What follows belongs to an exercise in optimizing a design on an open flow for small area and a short achievable clock period; a production flow would make more cautious choices. RTL that was checked went through simulation tests only; none was proved equivalent to the original. For run 3, only the layout was checked, not whether the RTL still works. No activity file was given, so power comes from the tool's default toggle rates.

===== design/flow/config.mk =====
export PLATFORM = sky130hd
export DESIGN_NAME = logic_probe_trigger
export DESIGN_NICKNAME = logic_probe_trigger
export VERILOG_FILES = /design/flow/design.v
export SDC_FILE = /design/flow/constraint.sdc
export NUM_CORES = 4
export LEC_CHECK = 0
export CAP_MARGIN = 20
export CORE_MARGIN = 2
export CORE_UTILIZATION = 68
export CTS_CLUSTER_DIAMETER = 80
export CTS_CLUSTER_SIZE = 30
export SETUP_SLACK_MARGIN = 1.7
export SLEW_MARGIN = 20
export SYNTH_HIERARCHICAL = 1

===== design/flow/constraint.sdc =====
create_clock -name core_clock -period 3.5 [get_ports {clock}]
set_input_delay 0.7000 -clock core_clock [delete_from_list [all_inputs] [get_ports {clock}]]
set_output_delay 0.7000 -clock core_clock [all_outputs]
set_load 0.01 [all_outputs]

===== design/flow/design.v =====
module logic_probe_trigger #(
    parameter int WIDTH = 128,
    parameter int CNTW  = 16
) (
    input  logic                  clock,
    input  logic                  reset,
    input  logic                  arm,
    input  logic [WIDTH-1:0]      channels,
    input  logic [WIDTH-1:0]      match_mask,
    input  logic [WIDTH-1:0]      match_value,
    input  logic [WIDTH-1:0]      edge_mask,
    input  logic [CNTW-1:0]       occurrences,
    input  logic [CNTW-1:0]       delay,
    input  logic [CNTW-1:0]       sample_div,
    output logic [WIDTH-1:0]      channels_out,
    output logic                  trigger,
    output logic                  sample,
    output logic [1:0]            status
);
    localparam logic [1:0] IDLE  = 2'd0;
    localparam logic [1:0] ARMED = 2'd1;
    localparam logic [1:0] DELAY = 2'd2;
    localparam logic [1:0] FIRED = 2'd3;
    localparam int NGRP = WIDTH / 4;
    logic [1:0]       state_q;
    logic [1:0]       stat_q;
    logic             trigger_q;
    logic             sample_q;
    logic [WIDTH-1:0] ch_q;
    logic [WIDTH-1:0] chout_q;
    logic [WIDTH-1:0] mask_q;
    logic [WIDTH-1:0] value_q;
    logic [WIDTH-1:0] edge_q;
    logic [NGRP-1:0]  grp_q;
    logic [CNTW-1:0]  occ_cnt_q;
    logic             occ_lz_q;
    logic             dly_lz_q;
    logic             div_lz_q;
    logic             occ_dec_q;
    logic             occ_gt1_q;
    logic             occ_gt2_q;
    logic [CNTW-1:0]  dly_cnt_q;
    logic             dly_zero_q;
    logic             dly_le1_q;
    logic [CNTW-1:0]  div_cnt_q;
    logic             div_zero_q;
    logic             arm_ok_s;
    logic             more_s;
    logic             count_s;
    logic [1:0]       hit_state_s;
    logic [1:0]       idle_state_s;
    logic [WIDTH-1:0] mask_d_s;
    logic [WIDTH-1:0] value_d_s;
    logic [WIDTH-1:0] value_dn_s;   
    logic [WIDTH-1:0] edge_d_s;
    logic [5:0]       hit_d_s;
    logic [5:0]       idle_d_s;
    logic [5:0]       next_d_s;
    assign arm_ok_s = arm && (state_q != FIRED);
    logic [CNTW-1:0] occ_dec_s, dly_dec_s, div_dec_s;
    lpt_dec8 u_dec_occ_lo (.x(occ_cnt_q[7:0]),  .y(occ_dec_s[7:0]));
    lpt_dec8 u_dec_occ_hi (.x(occ_cnt_q[15:8]), .y(occ_dec_s[15:8]));
    lpt_dec8 u_dec_dly_lo (.x(dly_cnt_q[7:0]),  .y(dly_dec_s[7:0]));
    lpt_dec8 u_dec_dly_hi (.x(dly_cnt_q[15:8]), .y(dly_dec_s[15:8]));
    lpt_dec8 u_dec_div_lo (.x(div_cnt_q[7:0]),  .y(div_dec_s[7:0]));
    lpt_dec8 u_dec_div_hi (.x(div_cnt_q[15:8]), .y(div_dec_s[15:8]));
    logic [CNTW-1:0] occ_load_s;
    assign occ_load_s = (occurrences == {CNTW{1'b0}}) ? {{(CNTW-1){1'b0}}, 1'b1} : occurrences;
    logic [8:0] load_s;
    for (genvar k = 0; k < 9; k++) begin : g_load
        lpt_and2b u_l (.a(arm), .bn(reset), .y(load_s[k]));
    end
    for (genvar i = 0; i < WIDTH; i++) begin : g_cfg
        lpt_mux  u_m  (.s(load_s[i/16]), .a(match_mask[i]),  .b(mask_q[i]),  .y(mask_d_s[i]));
        lpt_muxi u_v  (.s(load_s[i/16]), .a(match_value[i]), .b(value_q[i]), .y(value_dn_s[i]));
        lpt_inv  u_vi (.a(value_dn_s[i]), .y(value_d_s[i]));
        lpt_mux  u_e  (.s(load_s[i/16]), .a(edge_mask[i]),   .b(edge_q[i]),  .y(edge_d_s[i]));
    end
    logic [WIDTH-1:0] bit_ok_s;
    logic [NGRP-1:0]  grp_d_s;
    for (genvar i = 0; i < WIDTH; i++) begin : g_bit
        lpt_bit_ok u_ok (.q(channels[i]), .qq(ch_q[i]), .m(mask_d_s[i]), .vn(value_dn_s[i]),
                         .e(edge_d_s[i]), .ok(bit_ok_s[i]));
    end
    for (genvar i = 0; i < NGRP; i++) begin : g_l1
        lpt_nand4 u_n (.a(bit_ok_s[4*i +: 4]), .y(grp_d_s[i]));
    end
    logic [15:0] grp8_s;
    logic [3:0]  grp32_n_s;
    logic [5:0]  grp64_s;
    for (genvar i = 0; i < 16; i++) begin : g_l2
        lpt_nor2 u_n (.a(grp_q[2*i +: 2]), .y(grp8_s[i]));
    end
    for (genvar i = 0; i < 4; i++) begin : g_l3
        lpt_nand4 u_n (.a(grp8_s[4*i +: 4]), .y(grp32_n_s[i]));
    end
    for (genvar i = 0; i < 6; i++) begin : g_l4
        lpt_nor2 u_n (.a(grp32_n_s[2*(i%2) +: 2]), .y(grp64_s[i]));
    end
    for (genvar i = 0; i < 6; i++) begin : g_sel
        lpt_sel u_s (.a(grp64_s[2*(i/2)]), .b(grp64_s[2*(i/2)+1]), .h(hit_d_s[i]),
                     .i(idle_d_s[i]), .y(next_d_s[i]));
    end
    always_comb begin
        more_s  = occ_dec_q ? occ_gt2_q : occ_gt1_q;
        count_s = (state_q == ARMED) && !arm_ok_s;
        if (arm_ok_s) begin
            idle_state_s = ARMED;
            hit_state_s  = ARMED;
        end else if (state_q == ARMED) begin
            idle_state_s = ARMED;
            hit_state_s  = more_s ? ARMED : (dly_zero_q ? FIRED : DELAY);
        end else if (state_q == DELAY && dly_le1_q) begin
            idle_state_s = FIRED;
            hit_state_s  = FIRED;
        end else begin
            idle_state_s = state_q;
            hit_state_s  = state_q;
        end
        if (reset) begin
            idle_state_s = IDLE;
            hit_state_s  = IDLE;
        end
        hit_d_s  = {count_s && more_s && !reset, hit_state_s == FIRED, hit_state_s, hit_state_s};
        idle_d_s = {1'b0, idle_state_s == FIRED, idle_state_s, idle_state_s};
    end
    always_ff @(posedge clock) begin
        if (reset) begin
            ch_q    <= {WIDTH{1'b0}};
            chout_q <= {WIDTH{1'b0}};
        end else begin
            ch_q    <= channels;
            chout_q <= ch_q;
        end
    end
    always_ff @(posedge clock) begin
        mask_q  <= mask_d_s;
        value_q <= value_d_s;
        edge_q  <= edge_d_s;
        grp_q   <= grp_d_s;
    end
    always_ff @(posedge clock) begin
        state_q   <= next_d_s[1:0];
        stat_q    <= next_d_s[3:2];
        trigger_q <= next_d_s[4];
        occ_dec_q <= next_d_s[5];
    end
    always_ff @(posedge clock) begin
        if (load_s[8]) begin
            occ_cnt_q <= occ_load_s;
            occ_lz_q  <= ~|occurrences[7:0] & |occurrences[15:8];
            occ_gt1_q <= |occurrences[CNTW-1:1];
            occ_gt2_q <= |occurrences[CNTW-1:2] | &occurrences[1:0];
        end else if (occ_dec_q) begin
            occ_cnt_q[7:0] <= occ_dec_s[7:0];
            if (occ_lz_q) occ_cnt_q[15:8] <= occ_dec_s[15:8];
            occ_lz_q  <= occ_cnt_q[7:0] == 8'd1;
            occ_gt1_q <= |occ_cnt_q[CNTW-1:2] | &occ_cnt_q[1:0];
            occ_gt2_q <= |occ_cnt_q[CNTW-1:2];
        end
    end
    always_ff @(posedge clock) begin
        if (load_s[8]) begin
            dly_cnt_q  <= delay;
            dly_lz_q   <= delay[7:0] == 8'd0;
            dly_zero_q <= delay == {CNTW{1'b0}};
            dly_le1_q  <= ~|delay[CNTW-1:1];
        end else if (state_q == DELAY) begin
            dly_cnt_q[7:0] <= dly_dec_s[7:0];
            if (dly_lz_q) dly_cnt_q[15:8] <= dly_dec_s[15:8];
            dly_lz_q   <= dly_cnt_q[7:0] == 8'd1;
            dly_le1_q  <= ~|dly_cnt_q[CNTW-1:2] & ~&dly_cnt_q[1:0];
        end
    end
    always_ff @(posedge clock) begin
        if (reset) begin
            div_cnt_q  <= {CNTW{1'b0}};
            div_lz_q   <= 1'b1;
            div_zero_q <= 1'b1;
            sample_q   <= 1'b0;
        end else if (div_zero_q) begin
            div_cnt_q  <= sample_div;
            div_lz_q   <= sample_div[7:0] == 8'd0;
            div_zero_q <= sample_div == {CNTW{1'b0}};
            sample_q   <= 1'b1;
        end else begin
            div_cnt_q[7:0] <= div_dec_s[7:0];
            if (div_lz_q) div_cnt_q[15:8] <= div_dec_s[15:8];
            div_lz_q   <= div_cnt_q[7:0] == 8'd1;
            div_zero_q <= ~|div_cnt_q[CNTW-1:1] & div_cnt_q[0];
            sample_q   <= 1'b0;
        end
    end
    assign channels_out = chout_q;
    assign trigger      = trigger_q;
    assign sample       = sample_q;
    assign status       = stat_q;
endmodule
module lpt_bit_ok (
    input  logic q,
    input  logic qq,
    input  logic m,
    input  logic vn,
    input  logic e,
    output logic ok
);
    logic diff_s;   
    logic same_s;   
    lpt_xnor2 u_d (.a(q), .b(vn), .y(diff_s));
    lpt_xnor2 u_s (.a(q), .b(qq), .y(same_s));
    lpt_aoi32 u_o (.a1(m), .a2(e), .a3(same_s), .b1(m), .b2(diff_s), .y(ok));
endmodule
module lpt_xor2 (
    input  logic a,
    input  logic b,
    output logic y
);
    assign y = a ^ b;
endmodule
module lpt_xnor2 (
    input  logic a,
    input  logic b,
    output logic y
);
    assign y = ~(a ^ b);
endmodule
module lpt_aoi32 (
    input  logic a1,
    input  logic a2,
    input  logic a3,
    input  logic b1,
    input  logic b2,
    output logic y
);
    assign y = ~((a1 & a2 & a3) | (b1 & b2));
endmodule
module lpt_mux (
    input  logic s,
    input  logic a,
    input  logic b,
    output logic y
);
    assign y = s ? a : b;
endmodule
module lpt_muxi (
    input  logic s,
    input  logic a,
    input  logic b,
    output logic y
);
    assign y = ~(s ? a : b);
endmodule
module lpt_and2b (
    input  logic a,
    input  logic bn,
    output logic y
);
    assign y = a & ~bn;
endmodule
module lpt_nand4 (
    input  logic [3:0] a,
    output logic       y
);
    assign y = ~&a;
endmodule
module lpt_nor2 (
    input  logic [1:0] a,
    output logic       y
);
    assign y = ~|a;
endmodule
module lpt_sel (
    input  logic a,
    input  logic b,
    input  logic h,
    input  logic i,
    output logic y
);
    assign y = (a & b) ? h : i;
endmodule
module lpt_dec8 (
    input  logic [7:0] x,
    output logic [7:0] y
);
    logic [2:0] pz;      
    logic [7:3] fl;      
    for (genvar k = 0; k < 3; k++) begin : g_pz
        lpt_nor2 u_p (.a(x[2*k +: 2]), .y(pz[k]));
    end
    lpt_inv    u_y0 (.a(x[0]), .y(y[0]));
    lpt_xnor2  u_y1 (.a(x[1]), .b(x[0]), .y(y[1]));
    lpt_xor2   u_y2 (.a(x[2]), .b(pz[0]), .y(y[2]));
    lpt_nor3   u_f3 (.a(x[0]), .b(x[1]), .c(x[2]), .y(fl[3]));
    lpt_xor2   u_y3 (.a(x[3]), .b(fl[3]), .y(y[3]));
    lpt_nand2  u_f4 (.a(pz[0]), .b(pz[1]), .y(fl[4]));
    lpt_xnor2  u_y4 (.a(x[4]), .b(fl[4]), .y(y[4]));
    lpt_nand3b u_f5 (.an(x[4]), .b(pz[0]), .c(pz[1]), .y(fl[5]));
    lpt_xnor2  u_y5 (.a(x[5]), .b(fl[5]), .y(y[5]));
    lpt_nand3  u_f6 (.a(pz[0]), .b(pz[1]), .c(pz[2]), .y(fl[6]));
    lpt_xnor2  u_y6 (.a(x[6]), .b(fl[6]), .y(y[6]));
    lpt_nand4b u_f7 (.an(x[6]), .b(pz[0]), .c(pz[1]), .d(pz[2]), .y(fl[7]));
    lpt_xnor2  u_y7 (.a(x[7]), .b(fl[7]), .y(y[7]));
endmodule
module lpt_inv (
    input  logic a,
    output logic y
);
    assign y = ~a;
endmodule
module lpt_nand2 (
    input  logic a,
    input  logic b,
    output logic y
);
    assign y = ~(a & b);
endmodule
module lpt_nand3 (
    input  logic a,
    input  logic b,
    input  logic c,
    output logic y
);
    assign y = ~(a & b & c);
endmodule
module lpt_nand3b (
    input  logic an,
    input  logic b,
    input  logic c,
    output logic y
);
    assign y = ~(~an & b & c);
endmodule
module lpt_nand4b (
    input  logic an,
    input  logic b,
    input  logic c,
    input  logic d,
    output logic y
);
    assign y = ~(~an & b & c & d);
endmodule
module lpt_nor3 (
    input  logic a,
    input  logic b,
    input  logic c,
    output logic y
);
    assign y = ~(a | b | c);
endmodule

===== design/flow/flow/run.sh =====
#!/bin/bash
# Standard layout, with plain buffers (buf_1) on the ports instead of the default delay buffers,
# and ABC told that gate outputs drive a light load (so that it does not pick x4 cells for the
# small single-gate modules of the design).
set -euo pipefail
bash standard.sh "BUFFER_PORTS_ARGS=-buffer_cell sky130_fd_sc_hd__buf_1" "ABC_LOAD_IN_FF=1" finish > standard_make.log 2>&1

===== design/flow/standard.sh =====
#!/bin/bash
# synth_recipe.tcl (not shown) runs the flow's synth.tcl, then flattens the netlist and writes it again
# the make line also repeats each setting of config.mk as NAME=value (left out here)
make -C /OpenROAD-flow-scripts/flow DESIGN_CONFIG=/design/flow/config.mk WORK_HOME=/design/flow/orfs CLKGATE_MAP_FILE= SYNTH_SCRIPT=/design/flow/synth_recipe.tcl "${@:-finish}"

==> impl_metrics.toml, run 1 <==
[run_status]
status = "timing/DRC/antenna clean"

[min_path]
hold_path.class = "in2reg"
hold_end = "edge_q[18]"
hp-start = "edge_mask[18]"
whs_path_depth = 2

[die]
coreArea_um2 = 39500
io_pins = 695
start_util_pct = 68.5
die_area_um2 = 41400
die_w_um = 204
die_height_um = 204
num_rows = 73

[timing]
finClkSkew_ns = 0.0301
layout_min_cycle_time_ns = 1.85
relSlewSlack_pct = 36.0
hold_viol_final = 0
fmax_ghz = 0.540
finalSetupTns_ns = 0
fin_crit_sh_pct = 53.0
setup_viol = 0
slew_violations = 0
holdWs_ns = 0.338
rsz0062_at_grt = "true"
tightest_slew_ns = 0.961

[critical_path]
r2r_cells = 5
reg2reg_from = "occ_dec_q"
worstSetupPathType = "in2reg"
crit_path_frequent_cell = "buf_6"
r2r_end = "trigger_q"
startpoint_type = "primary input"
arrival_ns = 2.34
crit_fanout = 7
slowest_delay_ns = 0.27
critical_path.endpoint_type = "flop"
crit_required_ns = 3.99
ff2ff_setup_slack_ns = 1.78
crit_path_top_delay_cell = "mux2i_4"
path_cells = "buf_4 -> buf_6 -> nor2b_4 -> buf_6 -> clkbuf_16 -> mux2i_4 -> xnor2_1 -> a32oi_1 -> nand4_1"

[routing]
viasPerCell = 5.47
dr.pass1.iters = 5
drtIter0Drc = 1311
detail_route.wl_per_cell_um = 21.6
vias = 19600
drc = 0
drt-total-wl_um = 77600
antenna_left = 0

[cells_and_area]
drive_above_1_share_pct = 9.75
instances_no_fill = 3588
syn_to_final_growth_pct = 20.8
fin_util_pct = 82.7
final_area_um2 = 32700
ff_latch_area_um2 = 15100
final_nets = 3560
nFillCells = 2436
multiInputGateArea_um2 = 11600

[place]
dpl_cell_area_um2 = 30500
dp.cells = 3458
port_buffers = 694
place.gp.congestion = 0.921
dp_hpwl_um = 58100

[clocking]
cts_sinks = 735
clock_latency_ns = 0.59
holdBufCountCts = 0
clk_pin_slew_worst_paths_ns = 0.11
cts-root-buf = "clkbuf_16"
cts.path.max_buffers = 3
cts_made_buffers = 34
cts_tree = "built"
cts-htree-levels = 2

[pwr]
p_int_w = 0.0133
swShare_pct = 26.7
powerDensity_nw_per_um2 = 556
p_leak_nw = 12.6
pwr-share-seq_pct = 55.0
comb_power_share_pct = 17.8
pwr-share-clk_pct = 27.2
peakVddDrop_mv = 0.527
switching_power_w = 0.00485

[logic_synthesis]
yosysTopAreaCell = "dfxtp_1"
ys_seq_area_share_pct = 55.8
synth_cell_types = 40
avgSynthCellArea_um2 = 12.0
syn-cell-area_um2 = 27100
netlist.area_leader.share_pct = 51.5
synth_area_leaders = "dfxtp_1 (52%), mux2_1 (11%), xnor2_1 (9.3%)"
synth-seq-cells = 735
yosysMostFrequentCell = "dfxtp_1"
ys_async_sr_fraction_pct = 0
yosysWarningCount = 7
syn_nets = 2823
netlist_top_cells_count = "dfxtp_1 (697), xnor2_1 (286), nor2b_1 (267)"
syn_inst = 2260
synth-edff-count = 38
synth_flop_cell = "dfxtp_1"

[global_route]
grt_max_degree = 84
grt_pass1_vias = 19200
grt_overflow = 0
antenna_found_initial = 56
grt.total_usage_pct = 34.6
grt_pass1_wl_um = 108000

[run]
cap_violations = 0
[metal layers]
metal | track usage (%) | vias up | routed length, um
li1 | - | 9315 | -
met3 | 11.6 | 241 | 6660
met4 | 20.6 | 28 | 4690
met5 | 0 | - | 190
met2 | 59.3 | 742 | 37500
met1 | 37.1 | 9286 | 28600
[state kept, by name, summed over array words and instances, names as in the netlist, 2 cells and up]
register,count
mask_q,128
occ_cnt_q,16
ch_q,128
value_q,128
grp_q,32
stat_q,2
state_q,2
div_cnt_q,16
chout_q,128
edge_q,128
dly_cnt_q,16
[logic make-up after synthesis]
| logic type | count (synthesis) | synth area share (%) |
|---|---|---|
| flip-flops | 735 | 55.8 |
| AND/OR/NAND/NOR | 454 | 9.76 |
| multiplexers | 438 | 17.5 |
| XOR/XNOR | 298 | 9.64 |
| buffers and inverters | 177 | 2.49 |
| AO/OA/AOI/OAI | 157 | 4.79 |
| other | 1 | 0.0139 |
[repair_timing]
item | 4_1_cts | 5_1_grt
gates cloned | 2 | 16
pin swaps | 1 | 5
setup endpoints to repair | 160 | 64
buffers inserted | 5 | 5
resized for setup | 113 | 80
[per-module statistics from Yosys (local to each module, per instance), excerpt]
module               copies in the design  cells inside  area (um^2)  flip-flops and latches
logic_probe_trigger                     1          1189        18000                     735
lpt_and2b                               9             1         6.26                       0
lpt_inv                               134             1         3.75                       0
lpt_mux                               256             1         11.3                       0
lpt_muxi                              128             1         10.0                       0
lpt_nand2                               6             1         3.75                       0
lpt_nand3                               6             1         5.00                       0
lpt_nand3b                              6             1         7.51                       0
lpt_nand4                              36             1         6.26                       0
lpt_nand4b                              6             1         8.76                       0
lpt_nor2                               40             1         3.75                       0
lpt_nor3                                6             1         5.00                       0
lpt_sel                                 6             2         15.0                       0
lpt_xnor2                             286             1         8.76                       0
lpt_xor2                               12             1         8.76                       0
[worst max-delay path, delay by kind of cell]
kind            cells  cell delay, ns
compound gates      1            0.22
buf+inv             4            0.65
mux                 1            0.27
simple gates        2            0.34
xor+xnor            1            0.16
[metrics by stage]
step / setup WS (ns) / total power (W)
after floorplan: 1.09 / 0.0123
after global placement: 0.685 / 0.0130
after detailed placement: 0.642 / 0.0132
after CTS: 1.66 / 0.0180
after global routing: 1.59 / 0.0189
final: 1.65 / 0.0182
[how the worst max path moves through the flow]
stage / cells past startpoint / slack (ns) / from / end
6_report: 9 / 1.65 / arm / grp_q[16]
5_1_grt: 9 / 1.59 / arm / grp_q[16]
4_1_cts: 6 / 1.66 / reset / grp_q[26]
3_5_place_dp: 6 / 0.64 / reset / grp_q[26]
3_3_place_gp: 6 / 0.69 / reset / grp_q[26]
2_1_floorplan: 4 / 1.09 / arm / grp_q[0]
[layout make-up]
type | count | share of cell area (%)
Clock buffer | 43 | 3.09
Sequential cell | 735 | 46.2
Antenna cell | 47 | 0.360
Inverter | 137 | 1.57
Tap cell | 525 | 2.01
Clock inverter | 12 | 0.444
Multi-Input combinational cell | 1348 | 35.3
Timing Repair Buffer | 741 | 11.0
[power by group through the flow]
stage                     Combinational, W  Clock (W)  Sequential (W)
after floorplan                    0.00226          0          0.0100
after global placement             0.00287          0          0.0101
after detailed placement           0.00301          0          0.0102
after CTS                          0.00307    0.00497         0.00998
after global routing               0.00354    0.00527          0.0101
final                              0.00324    0.00494          0.0100
[cell usage in the layout (no fill, tap or decap), drive strengths merged, types with 2 or more instances in the layout]
master	n
nand2b	2
nand4	37
or4	5
nand3	7
xor2	12
buf	713
xnor2	286
a21o	2
nand4b	6
nor2	72
nand2	22
nor2b	267
a21oi	15
inv	144
edfxtp	38
nand3b	7
o21ai	3
clkbuf	71
diode	47
a32oi	129
clkinv	3
a31oi	2
mux2	293
mux2i	145
dfxtp	697
nor4	16
nor3	9
==> run 2: changes to the inputs <==
--- a/design/flow/config.mk
+++ b/design/flow/config.mk
@@ -7,7 +7,7 @@
 export LEC_CHECK = 0
 export CAP_MARGIN = 20
 export CORE_MARGIN = 2
-export CORE_UTILIZATION = 68
+export CORE_UTILIZATION = 72
 export CTS_CLUSTER_DIAMETER = 80
 export CTS_CLUSTER_SIZE = 30
 export SETUP_SLACK_MARGIN = 1.7
==> run 2 against run 1 <==
  * Wire length increased by 0.21%
  * Worst hold slack improved by 0.022 ns
  * Sequential power is essentially flat
  * Largest cell class unchanged
==> impl_metrics.toml, run 2 <==
[timing]
setup_viol = 0
relSlewSlack_pct = 27.5
finalSetupTns_ns = 0
slew_violations = 0
fmax_ghz = 0.563
rsz0062_at_grt = "true"
hold_viol_final = 0
layout_min_cycle_time_ns = 1.78
fin_crit_sh_pct = 50.8
tightest_slew_ns = 1.09
finClkSkew_ns = 0.0129

[logic_synthesis]
ys_seq_area_share_pct = 55.8
netlist.area_leader.share_pct = 51.5
netlist_top_cells_count = "dfxtp_1 (697), xnor2_1 (286), nor2b_1 (267)"
synth_cell_types = 40
avgSynthCellArea_um2 = 12.0
yosysWarningCount = 7
ys_async_sr_fraction_pct = 0
synth_flop_cell = "dfxtp_1"
yosysMostFrequentCell = "dfxtp_1"
syn-cell-area_um2 = 27100
synth-seq-cells = 735
synth-edff-count = 38
synth_area_leaders = "dfxtp_1 (52%), mux2_1 (11%), xnor2_1 (9.3%)"
syn_nets = 2823
yosysTopAreaCell = "dfxtp_1"
syn_inst = 2260

[critical_path]
crit_required_ns = 2.80
crit_path_top_delay_cell = "dfxtp_1"
critical_path.endpoint_type = "output port"
arrival_ns = 1.08
worstSetupPathType = "reg2out"
slowest_delay_ns = 0.35
crit_fanout = 1
crit_family = "flip-flops"
crit_buf_inv = 1
path_cells = "buf_2"
startpoint_type = "flop"

[die]
die_area_um2 = 39200
die_w_um = 198
coreArea_um2 = 37300
num_rows = 71
die_height_um = 198
io_pins = 695
start_util_pct = 72.6

[routing]
drtIter0Drc = 971
viasPerCell = 5.63
dr.pass1.iters = 5
drc = 0
drt-total-wl_um = 77800
vias = 19900
antenna_left = 0
detail_route.wl_per_cell_um = 22.1

[clocking]
clock_latency_ns = 0.57
clk_pin_slew_worst_paths_ns = 0.11
cts_tree = "built"
cts-root-buf = "clkbuf_16"
cts_sinks = 735
cts-htree-levels = 2
holdBufCountCts = 0
cts.path.max_buffers = 3
cts_made_buffers = 34

[run_status]
status = "timing/DRC/antenna clean"

[run]
cap_violations = 0

[global_route]
grt_pass1_vias = 19800
grt_max_degree = 73
antenna_found_initial = 55
grt.total_usage_pct = 37.1
grt_overflow = 0
grt_pass1_wl_um = 110000

[min_path]
hold_path.class = "in2reg"

[place]
place.gp.congestion = 0.952
port_buffers = 694
dp_hpwl_um = 58000

[cells_and_area]
final_cell_mix = "dfxtp_1 (692), buf_1 (620), xnor2_1 (286)"
nFillCells = 2029
syn_to_final_growth_pct = 19.0
final_common_cell = "dfxtp_1"
fin_util_pct = 86.4
final_nets = 3540
drive_above_1_share_pct = 7.37

[pwr]
powerDensity_nw_per_um2 = 567
p_leak_nw = 12.3
peakVddDrop_mv = 0.472
## run 2: cell count changes in the layout (fill, tap and decap cells not counted), sizes merged, moves of 2 or more
cell / before / now
bufinv: 1 / 4
clkinvlp: 1 / 3
buf: 713 / 689
diode: 47 / 56
## run 2: final timing paths
path / from / end / slack [ns] / cells after the start
worst max-delay path: chout_q[1] / channels_out[1] / 1.72 / 1
worst min-delay path: edge_mask[46] / edge_q[46] / 0.36 / 2
worst max register to register: state_q[0] / trigger_q / 1.76 / 5
worst min register to register: edge_q[56] / edge_q[56] / 0.47 / 1
## run 2: final cells by class
type	count	area [um^2]	share of cell area, %
multi-input combinational	1348	11400	35.5
clock buffer	38	940	2.92
clock inverter	19	270	0.839
inverter	137	514	1.60
tap	474	593	1.84
sequential	735	15100	46.9
timing repair buffer	721	3230	10.0
antenna	56	140	0.435
## run 2: cells by family (layout without fill, tap and decap cells)
family                 after synthesis  after routing  share of synthesized area [%]
flip-flops                         735            735                           55.8
AND/OR/NAND/NOR                    454            454                           9.76
multiplexers                       438            438                           17.5
XOR/XNOR                           298            298                           9.64
buffers and inverters              177            915                           2.49
AO/OA/AOI/OAI                      157            157                           4.79
other                                1             57                         0.0139
## run 2: power by group
group	switching, W	total, W	internal, W
logic	0.00160	0.00316	0.00156
clock network	0.00278	0.00511	0.00233
registers	0.000492	0.0100	0.00951
## run 2: modules after synthesis, one instance, submodules excluded, a selection
module / times used / flops+latches / area [um^2]
logic_probe_trigger: 1 / 735 / 18000
lpt_and2b: 9 / 0 / 6.26
lpt_inv: 134 / 0 / 3.75
lpt_mux: 256 / 0 / 11.3
lpt_muxi: 128 / 0 / 10.0
lpt_nand2: 6 / 0 / 3.75
lpt_nand3: 6 / 0 / 5.00
lpt_nand3b: 6 / 0 / 7.51
lpt_nand4: 36 / 0 / 6.26
lpt_nor2: 40 / 0 / 3.75
lpt_sel: 6 / 0 / 15.0
lpt_xnor2: 286 / 0 / 8.76
lpt_xor2: 12 / 0 / 8.76
## run 2: timing repair
action	4_1_cts	5_1_grt
gates resized for setup	61	59
endpoints found under the setup margin	594	80
pin swaps	0	1
gates cloned	2	7
endpoints found under the hold margin	0	0
buffers inserted	1	2
## run 2: routing by layer
metal | global-route usage [%] | part of all wire (%) | vias to the layer above
li1 | - | - | 9306
met1 | 39.1 | 36 | 9495
met2 | 63.6 | 49 | 799
met3 | 12.9 | 9.3 | 248
met4 | 23.6 | 6.3 | 20
met5 | 0 | 0.17 | -
## run 2: through the flow
step / instances / setup WS [ns] / total power [W] / hold slack [ns] / cell area [um^2]
finish: 3528 / 1.72 / 0.0183 / 0.360 / 32200
global route: 3511 / 1.69 / 0.0190 / 0.349 / 32200
CTS: 3463 / 1.69 / 0.0182 / 0.338 / 31800
detailed placement: 3403 / 0.424 / 0.0132 / 0.444 / 30400
global placement: 3403 / 0.447 / 0.0130 / 0.439 / 30400
floorplan: 2260 / 1.09 / 0.0123 / 0.433 / 27100
==> run 3: changes to the inputs <==
--- a/design/flow/design.v
+++ b/design/flow/design.v
@@ -51,7 +51,6 @@
     logic [1:0]       idle_state_s;
     logic [WIDTH-1:0] mask_d_s;
     logic [WIDTH-1:0] value_d_s;
-    logic [WIDTH-1:0] value_dn_s;   
     logic [WIDTH-1:0] edge_d_s;
     logic [5:0]       hit_d_s;
     logic [5:0]       idle_d_s;
@@ -72,14 +71,13 @@
     end
     for (genvar i = 0; i < WIDTH; i++) begin : g_cfg
         lpt_mux  u_m  (.s(load_s[i/16]), .a(match_mask[i]),  .b(mask_q[i]),  .y(mask_d_s[i]));
-        lpt_muxi u_v  (.s(load_s[i/16]), .a(match_value[i]), .b(value_q[i]), .y(value_dn_s[i]));
-        lpt_inv  u_vi (.a(value_dn_s[i]), .y(value_d_s[i]));
+        lpt_mux  u_v  (.s(load_s[i/16]), .a(match_value[i]), .b(value_q[i]), .y(value_d_s[i]));
         lpt_mux  u_e  (.s(load_s[i/16]), .a(edge_mask[i]),   .b(edge_q[i]),  .y(edge_d_s[i]));
     end
     logic [WIDTH-1:0] bit_ok_s;
     logic [NGRP-1:0]  grp_d_s;
     for (genvar i = 0; i < WIDTH; i++) begin : g_bit
-        lpt_bit_ok u_ok (.q(channels[i]), .qq(ch_q[i]), .m(mask_d_s[i]), .vn(value_dn_s[i]),
+        lpt_bit_ok u_ok (.q(channels[i]), .qq(ch_q[i]), .m(mask_d_s[i]), .v(value_d_s[i]),
                          .e(edge_d_s[i]), .ok(bit_ok_s[i]));
     end
     for (genvar i = 0; i < NGRP; i++) begin : g_l1
@@ -200,13 +198,13 @@
     input  logic q,
     input  logic qq,
     input  logic m,
-    input  logic vn,
+    input  logic v,
     input  logic e,
     output logic ok
 );
     logic diff_s;   
     logic same_s;   
-    lpt_xnor2 u_d (.a(q), .b(vn), .y(diff_s));
+    lpt_xor2 u_d (.a(q), .b(v), .y(diff_s));
     lpt_xnor2 u_s (.a(q), .b(qq), .y(same_s));
     lpt_aoi32 u_o (.a1(m), .a2(e), .a3(same_s), .b1(m), .b2(diff_s), .y(ok));
 endmodule
@@ -242,14 +240,6 @@
 );
     assign y = s ? a : b;
 endmodule
-module lpt_muxi (
-    input  logic s,
-    input  logic a,
-    input  logic b,
-    output logic y
-);
-    assign y = ~(s ? a : b);
-endmodule
 module lpt_and2b (
     input  logic a,
     input  logic bn,
==> run 3 against run 2 <==
  * First-iteration DRC count rose by 78%
  * Area after synthesis fell by 1.2%
  * Flip-flop and latch count did not move
  * Non-clock buffer count rose by 48
  * Critical endpoint is now grp_q[15]
  * Largest cell class unchanged
  * Largest power group unchanged
==> impl_metrics.toml, run 3 <==
[critical_path]
worstSetupPathType = "in2reg"
slowest_delay_ns = 0.44
reg2reg_from = "dly_cnt_q[1]"
r2r_end = "dly_cnt_q[4]"
crit_required_ns = 3.98
crit_path_frequent_cell = "buf_12"
r2r_cells = 4
startpoint_type = "primary input"
crit_fanout = 6
crit_end = "grp_q[15]"
critical_path.endpoint_type = "flop"
path_cells = "clkbuf_16 -> buf_8 -> nor2b_4 -> buf_12 -> buf_12 -> buf_16 -> mux2_1 -> a32oi_1 -> nand4_1"
cp-startpoint = "reset"
path_depth = 9
crit_family = "buffers and inverters"
arrival_ns = 2.57
crit_buf_inv = 5
crit_path_top_delay_cell = "a32oi_1"
ff2ff_setup_slack_ns = 1.68

[logic_synthesis]
netlist.area_leader.share_pct = 52.2
avgSynthCellArea_um2 = 12.5
syn-cell-area_um2 = 26800
synth_flop_cell = "dfxtp_1"
syn_nets = 2695
netlist_top_cells_count = "dfxtp_1 (697), mux2_1 (390), nor2b_1 (267)"
yosysMostFrequentCell = "dfxtp_1"
yosysWarningCount = 7
ys_async_sr_fraction_pct = 0
synth-edff-count = 38
syn_inst = 2132
ys_seq_area_share_pct = 56.4
yosysTopAreaCell = "dfxtp_1"
synth_cell_types = 40
synth_area_leaders = "dfxtp_1 (52%), mux2_1 (16%), nor2b_1 (6.2%)"
synth-seq-cells = 735

[die]
die_area_um2 = 38700
die_height_um = 197
start_util_pct = 73.1
die_w_um = 197
num_rows = 70
io_pins = 695
coreArea_um2 = 36600

[routing]
viasPerCell = 6.18
drtIter0Drc = 1728
detail_route.wl_per_cell_um = 28.0
vias = 21400
dr.pass1.iters = 7
drt-total-wl_um = 96700
drc = 0
antenna_left = 0

[pwr]
swShare_pct = 27.9
switching_power_w = 0.00503
pwr-share-seq_pct = 55.9
peakVddDrop_mv = 0.501
p_int_w = 0.0130
comb_power_share_pct = 20.0
powerDensity_nw_per_um2 = 541
p_leak_nw = 12.7
pwr-share-clk_pct = 24.1

[cells_and_area]
instances_no_fill = 3455
final_common_cell = "dfxtp_1"
multiInputGateArea_um2 = 11900
nFillCells = 1432
drive_above_1_share_pct = 15.3
final_area_um2 = 33300
ff_latch_area_um2 = 15200
final_cell_mix = "dfxtp_1 (646), buf_1 (568), mux2_1 (310)"
syn_to_final_growth_pct = 24.4
final_nets = 3455

[timing]
setup_viol = 0
relSlewSlack_pct = 31.6
layout_min_cycle_time_ns = 2.10
slew_violations = 0
finClkSkew_ns = 0.0224
fmax_ghz = 0.477
tightest_slew_ns = 1.02
finalSetupTns_ns = 0
rsz0062_at_grt = "true"
hold_viol_final = 0
worst_slack_ns = 1.40
fin_crit_sh_pct = 59.9

[place]
pre_cts_slack_ns = 0.524
port_buffers = 694
dp.cells = 3271
place.gp.congestion = 0.945
dpl_cell_area_um2 = 30100
dp_hpwl_um = 58200

[global_route]
grt_pass1_vias = 20500
grt.total_usage_pct = 39.9
grt_max_degree = 82
grt_overflow = 0
grt_pass1_wl_um = 117000
antenna_found_initial = 65

[clocking]
cts-root-buf = "clkbuf_16"
clock_latency_ns = 0.62
clk_pin_slew_worst_paths_ns = 0.12
cts-htree-levels = 1
cts_made_buffers = 29
cts.path.max_buffers = 3
holdBufCountCts = 0
cts_sinks = 735
cts_tree = "built"

[run]
cap_violations = 0

[run_status]
status = "timing/DRC/antenna clean"

[min_path]
hp-start = "edge_mask[121]"
hold_path.class = "in2reg"
run 3: final cells by class:
| cell class | count | share of cell area [%] |
|---|---|---|
| antenna | 82 | 0.617 |
| clock buffer | 35 | 2.28 |
| clock inverter | 9 | 0.354 |
| inverter | 9 | 0.102 |
| multi-input combinational | 1348 | 35.9 |
| sequential | 735 | 45.6 |
| tap | 468 | 1.76 |
| timing repair buffer | 769 | 13.4 |
run 3: worst min-delay path by stage:
stage                     depth (start not counted)  slack [ns]     endpoint
after floorplan                                   1        0.43    edge_q[0]
after global placement                            1        0.44    edge_q[2]
after detailed placement                          1        0.44   edge_q[14]
after CTS                                         2        0.30   edge_q[68]
after global routing                              2        0.31  edge_q[121]
final                                             2        0.31  edge_q[121]
run 3: repair_timing:
| action | 4_1_cts | 5_1_grt |
|---|---|---|
| setup endpoints to repair | 292 | 118 |
| resized for setup | 200 | 231 |
| pin swaps | 19 | 52 |
| setup buffers | 21 | 5 |
| cloned | 20 | 12 |
run 3: kinds of logic after synthesis:
logic type      share of synthesized area (%)
buf+inv                                 0.725
compound gates                           4.85
other cells                            0.0140
flops                                    56.4
xor+xnor                                 9.76
simple gates                             9.87
mux                                      18.4
run 3: power by group through the flow:
stage	Sequential (W)	Combinational [W]	Clock (W)
after detailed placement	0.0102	0.00290	0
after global placement	0.0101	0.00274	0
final	0.0101	0.00359	0.00434
after CTS	0.00998	0.00313	0.00426
after floorplan	0.00998	0.00214	0
after global routing	0.0102	0.00381	0.00459
run 3: metal layers:
layer | vias up | track usage [%] | routed length, um
met5 | - | 1.40 | 146
li1 | 9137 | - | -
met1 | 10200 | 40.6 | 30600
met4 | 18 | 33.2 | 9950
met2 | 1451 | 66.1 | 46000
met3 | 586 | 13.9 | 9970
run 3: modules after synthesis (local to each module, per instance), a selection:
module	times used	cells	flops+latches
logic_probe_trigger	1	1189	735
lpt_nand4b	6	1	0
lpt_xnor2	158	1	0
lpt_nand3b	6	1	0
lpt_nand4	36	1	0
lpt_nor3	6	1	0
lpt_nand3	6	1	0
lpt_nand2	6	1	0
lpt_inv	6	1	0
run 3: metrics by stage:
| step | power (W) | util (%) | hold WS (ns) |
|---|---|---|---|
| 6_report | 0.0180 | 90.9 | 0.308 |
| 5_1_grt | 0.0185 | 90.7 | 0.309 |
| 4_1_cts | 0.0174 | 87.9 | 0.302 |
| 3_5_place_dp | 0.0131 | 82.2 | 0.445 |
| 3_3_place_gp | 0.0128 | 82.2 | 0.439 |
| 2_1_floorplan | 0.0121 | - | 0.433 |
==> run 4: changes to the inputs <==
--- a/design/flow/design.v
+++ b/design/flow/design.v
@@ -51,6 +51,7 @@
     logic [1:0]       idle_state_s;
     logic [WIDTH-1:0] mask_d_s;
     logic [WIDTH-1:0] value_d_s;
+    logic [WIDTH-1:0] value_dn_s;   
     logic [WIDTH-1:0] edge_d_s;
     logic [5:0]       hit_d_s;
     logic [5:0]       idle_d_s;
@@ -71,13 +72,14 @@
     end
     for (genvar i = 0; i < WIDTH; i++) begin : g_cfg
         lpt_mux  u_m  (.s(load_s[i/16]), .a(match_mask[i]),  .b(mask_q[i]),  .y(mask_d_s[i]));
-        lpt_mux  u_v  (.s(load_s[i/16]), .a(match_value[i]), .b(value_q[i]), .y(value_d_s[i]));
+        lpt_muxi u_v  (.s(load_s[i/16]), .a(match_value[i]), .b(value_q[i]), .y(value_dn_s[i]));
+        lpt_inv  u_vi (.a(value_dn_s[i]), .y(value_d_s[i]));
         lpt_mux  u_e  (.s(load_s[i/16]), .a(edge_mask[i]),   .b(edge_q[i]),  .y(edge_d_s[i]));
     end
     logic [WIDTH-1:0] bit_ok_s;
     logic [NGRP-1:0]  grp_d_s;
     for (genvar i = 0; i < WIDTH; i++) begin : g_bit
-        lpt_bit_ok u_ok (.q(channels[i]), .qq(ch_q[i]), .m(mask_d_s[i]), .v(value_d_s[i]),
+        lpt_bit_ok u_ok (.q(channels[i]), .qq(ch_q[i]), .m(mask_d_s[i]), .vn(value_dn_s[i]),
                          .e(edge_d_s[i]), .ok(bit_ok_s[i]));
     end
     for (genvar i = 0; i < NGRP; i++) begin : g_l1
@@ -198,13 +200,13 @@
     input  logic q,
     input  logic qq,
     input  logic m,
-    input  logic v,
+    input  logic vn,
     input  logic e,
     output logic ok
 );
     logic diff_s;   
     logic same_s;   
-    lpt_xor2 u_d (.a(q), .b(v), .y(diff_s));
+    lpt_xnor2 u_d (.a(q), .b(vn), .y(diff_s));
     lpt_xnor2 u_s (.a(q), .b(qq), .y(same_s));
     lpt_aoi32 u_o (.a1(m), .a2(e), .a3(same_s), .b1(m), .b2(diff_s), .y(ok));
 endmodule
@@ -240,6 +242,14 @@
 );
     assign y = s ? a : b;
 endmodule
+module lpt_muxi (
+    input  logic s,
+    input  logic a,
+    input  logic b,
+    output logic y
+);
+    assign y = ~(s ? a : b);
+endmodule
 module lpt_and2b (
     input  logic a,
     input  logic bn,
==> design/flow/flow/run.sh (replaced) <==
#!/bin/bash
# Standard layout, with plain buffers (buf_1) on the ports instead of the default delay buffers,
# ABC told that gate outputs drive a light load (so that it does not pick x4 cells for the small
# single-gate modules of the design), and timing repair free to resize cells across footprints.
set -euo pipefail
bash standard.sh "BUFFER_PORTS_ARGS=-buffer_cell sky130_fd_sc_hd__buf_1" "ABC_LOAD_IN_FF=1" "MATCH_CELL_FOOTPRINT=0" finish > standard_make.log 2>&1
==> run 4 against run 3 <==
  * Still clean on timing, DRC and antenna
  * Wire length down 20%
  * Power up 1.5%
  * Largest power group unchanged
  * Clock-buffer cell count up 3
  * Critical endpoint is now grp_q[12]
  * Critical path depth down 2
  * Worst hold slack better by 0.050 ns
  * Clock skew down 0.011 ns
  * Worst setup slack better by 0.28 ns
  * Die area up 1.2%
==> impl_metrics.toml, run 4 <==
[logic_synthesis]
synth_flop_cell = "dfxtp_1"
synth_area_leaders = "dfxtp_1 (52%), mux2_1 (11%), xnor2_1 (9.3%)"
netlist_top_cells_count = "dfxtp_1 (697), xnor2_1 (286), nor2b_1 (267)"
syn-cell-area_um2 = 27100
synth-seq-cells = 735
ys_async_sr_fraction_pct = 0
syn_inst = 2260
synth-edff-count = 38
yosysWarningCount = 7
ys_seq_area_share_pct = 55.8
netlist.area_leader.share_pct = 51.5
avgSynthCellArea_um2 = 12.0
yosysMostFrequentCell = "dfxtp_1"
yosysTopAreaCell = "dfxtp_1"
synth_cell_types = 40
syn_nets = 2823

[clocking]
clock_latency_ns = 0.57
cts_sinks = 735
cts-root-buf = "clkbuf_16"
cts.path.max_buffers = 3
holdBufCountCts = 0
cts_made_buffers = 34
cts-htree-levels = 2
cts_tree = "built"
clk_pin_slew_worst_paths_ns = 0.11

[routing]
detail_route.wl_per_cell_um = 22.0
drc = 0
wl_met2_um = 37600
highest_layer = "met5"
drt-total-wl_um = 77400
dr.pass1.iters = 6
wl_met3_um = 7160
met1Wirelength_um = 27700
antenna_left = 0
vias = 19700
drtIter0Drc = 1102
viasPerCell = 5.59

[timing]
finClkSkew_ns = 0.0114
worst_slack_ns = 1.69
layout_min_cycle_time_ns = 1.81
tightest_slew_ns = 1.12
relSlewSlack_pct = 25.2
holdWs_ns = 0.358
hold_viol_final = 0
finalSetupTns_ns = 0
slew_violations = 0
fin_crit_sh_pct = 51.8
rsz0062_at_grt = "true"
setup_viol = 0
fmax_ghz = 0.552

[min_path]
hp-start = "edge_mask[112]"
hold_path.class = "in2reg"
hold_end = "edge_q[112]"
whs_path_depth = 2

[place]
port_buffers = 694
dp_hpwl_um = 58000
pre_cts_slack_ns = 0.424
dp.cells = 3403
place.gp.congestion = 0.952

[global_route]
grt_pass1_wl_um = 110000
grt_max_degree = 73
grt_pass1_vias = 19800
grt_overflow = 0
grt.total_usage_pct = 37.2
antenna_found_initial = 56

[critical_path]
worstSetupPathType = "in2reg"
path_cells = "buf_8 -> nor2b_4 -> buf_12 -> clkbuf_16 -> mux2_1 -> a32oi_1 -> nand4_1"
reg2reg_from = "state_q[0]"
crit_path_top_delay_cell = "mux2_1"
crit_required_ns = 3.94
crit_fanout = 27
startpoint_type = "primary input"
critical_path.endpoint_type = "flop"
r2r_end = "trigger_q"
ff2ff_setup_slack_ns = 1.76
slowest_delay_ns = 0.37
arrival_ns = 2.25
r2r_cells = 5

[die]
die_w_um = 198
die_area_um2 = 39200
io_pins = 695
start_util_pct = 72.6
coreArea_um2 = 37300
num_rows = 71
die_height_um = 198

[pwr]
peakVddDrop_mv = 0.478
powerDensity_nw_per_um2 = 568
p_leak_nw = 12.3

[cells_and_area]
syn_to_final_growth_pct = 18.8
drive_above_1_share_pct = 7.18
final_nets = 3537
final_common_cell = "dfxtp_1"
final_cell_mix = "dfxtp_1 (692), buf_1 (620), xnor2_1 (286)"
fin_util_pct = 86.2
instances_no_fill = 3524

[run]
cap_violations = 0

[run_status]
status = "timing/DRC/antenna clean"
==> run 4: cell types whose count changed after synthesis <==
cell | previous run | this run
xnor2_1 | 158 | 286
mux2_1 | 390 | 262
mux2i_1 | 17 | 145
xor2_1 | 140 | 12
inv_1 | 9 | 137
==> run 4: cell families after synthesis <==
kind of cell              after synthesis  synth area share [%]
AOI/OAI and AO/OA                     157                  4.79
xor gates and xnor gates              298                  9.64
buffers and inverters                 177                  2.49
DFF                                   735                  55.8
muxes                                 438                  17.5
other                                   1                0.0139
and+or+nand+nor                       454                  9.76
==> run 4: cell type report <==
| class | count | area, um^2 |
|---|---|---|
| Clock buffer | 38 | 940 |
| Multi-Input combinational cell | 1348 | 11400 |
| Inverter | 137 | 514 |
| Clock inverter | 19 | 270 |
| Tap cell | 474 | 593 |
| Sequential cell | 735 | 15100 |
| Antenna cell | 55 | 138 |
| Fill cell | 2027 | 5150 |
| Timing Repair Buffer | 718 | 3170 |
==> run 4: worst max-delay path, delay by kind of cell <==
kind | cells | cell delay [ns]
muxes | 1 | 0.37
AOI/OAI and AO/OA | 1 | 0.28
and+or+nand+nor | 2 | 0.40
buffers and inverters | 3 | 0.48
==> run 4: worst max-delay path by stage <==
stage,startpoint,end,depth (start not counted)
after CTS,chout_q[63],channels_out[63],1
after floorplan,arm,grp_q[0],4
after detailed placement,arm,grp_q[11],6
after global placement,arm,grp_q[11],6
after global routing,chout_q[51],channels_out[51],1
final,reset,grp_q[12],7
==> run 4: repair_timing <==
| item | in CTS | in global routing |
|---|---|---|
| setup endpoints to repair | 594 | 64 |
| gates cloned | 2 | 4 |
| resized for setup | 67 | 78 |
| buffers inserted | 2 | 1 |
| pin swaps | 0 | 3 |
| endpoints found under the hold margin | 0 | 0 |
==> run 4: report_power, final <==
group	internal [W]	total, W	leakage, nW	switching [W]
Clock	0.00233	0.00511	0.586	0.00278
Sequential	0.00951	0.0100	6.19	0.000493
Combinational	0.00155	0.00315	5.50	0.00160
==> run 4: per-module statistics from Yosys (local to each module, per instance), excerpt <==
module / cells / cell area (um^2) / flip-flops and latches
logic_probe_trigger: 1189 / 18000 / 735
lpt_sel: 2 / 15.0 / 0
lpt_mux: 1 / 11.3 / 0
lpt_muxi: 1 / 10.0 / 0
lpt_xnor2: 1 / 8.76 / 0
lpt_xor2: 1 / 8.76 / 0
lpt_nand3b: 1 / 7.51 / 0
lpt_nand4: 1 / 6.26 / 0
lpt_and2b: 1 / 6.26 / 0
lpt_nand3: 1 / 5.00 / 0
lpt_nor3: 1 / 5.00 / 0
lpt_nor2: 1 / 3.75 / 0
lpt_inv: 1 / 3.75 / 0
lpt_nand2: 1 / 3.75 / 0
==> run 4: through the flow <==
stage               total power [W]  area [um^2]
floorplan                    0.0123        27100
global placement             0.0130        30400
detailed placement           0.0132        30400
CTS                          0.0182        31800
global route                 0.0190        32100
finish                       0.0183        32200
==> run 4: per-layer routing <==
| layer | GRT usage (%) | up-vias |
|---|---|---|
| met4 | 23.8 | 26 |
| met5 | 0 | - |
| met2 | 63.7 | 754 |
| met3 | 13.4 | 243 |
| met1 | 38.7 | 9401 |
| li1 | - | 9280 |

==> static timing again, ports no longer ideal <==
The flow's constraints put no driver on any port. The routed layouts listed below were extracted and timed again, unchanged, in two steps.
Step 1: set_driving_cell puts a clkbuf_16 on clock and a buf_2 on each other input, an assumption about the parent block.
Step 2 times the ports against the registers' clock, not the clock port: input delays grow and output delays shrink by t, the midpoint of the rising clock arrivals with the driver on.
Slacks: no drivers / after step 1 / after step 2; pairs: no drivers / after step 1.
| run | shift t [ns] | setup WS [ns] | hold slack, ns | worst setup path after step 2 | clock arrival spread, ns |
|---|---|---|---|---|---|
| run 1 | 0.635 | 1.647 / 1.573 / 0.938 | 0.338 / 0.306 / 0.465 | input to register | 0.031 / 0.031 |
| run 2 | 0.615 | 1.722 / 1.666 / 1.125 | 0.360 / 0.331 / 0.468 | input to register | 0.017 / 0.017 |
| run 3 | 0.667 | 1.403 / 1.319 / 0.652 | 0.308 / 0.278 / 0.472 | input to register | 0.032 / 0.033 |
| run 4 | 0.614 | 1.688 / 1.650 / 1.088 | 0.358 / 0.331 / 0.467 | input to register | 0.018 / 0.018 |
After both steps setup and hold are still met in every run listed. The setup slack of run 3, which loses most, moves by -0.084 ns with the drivers and by -0.751 ns with both steps.
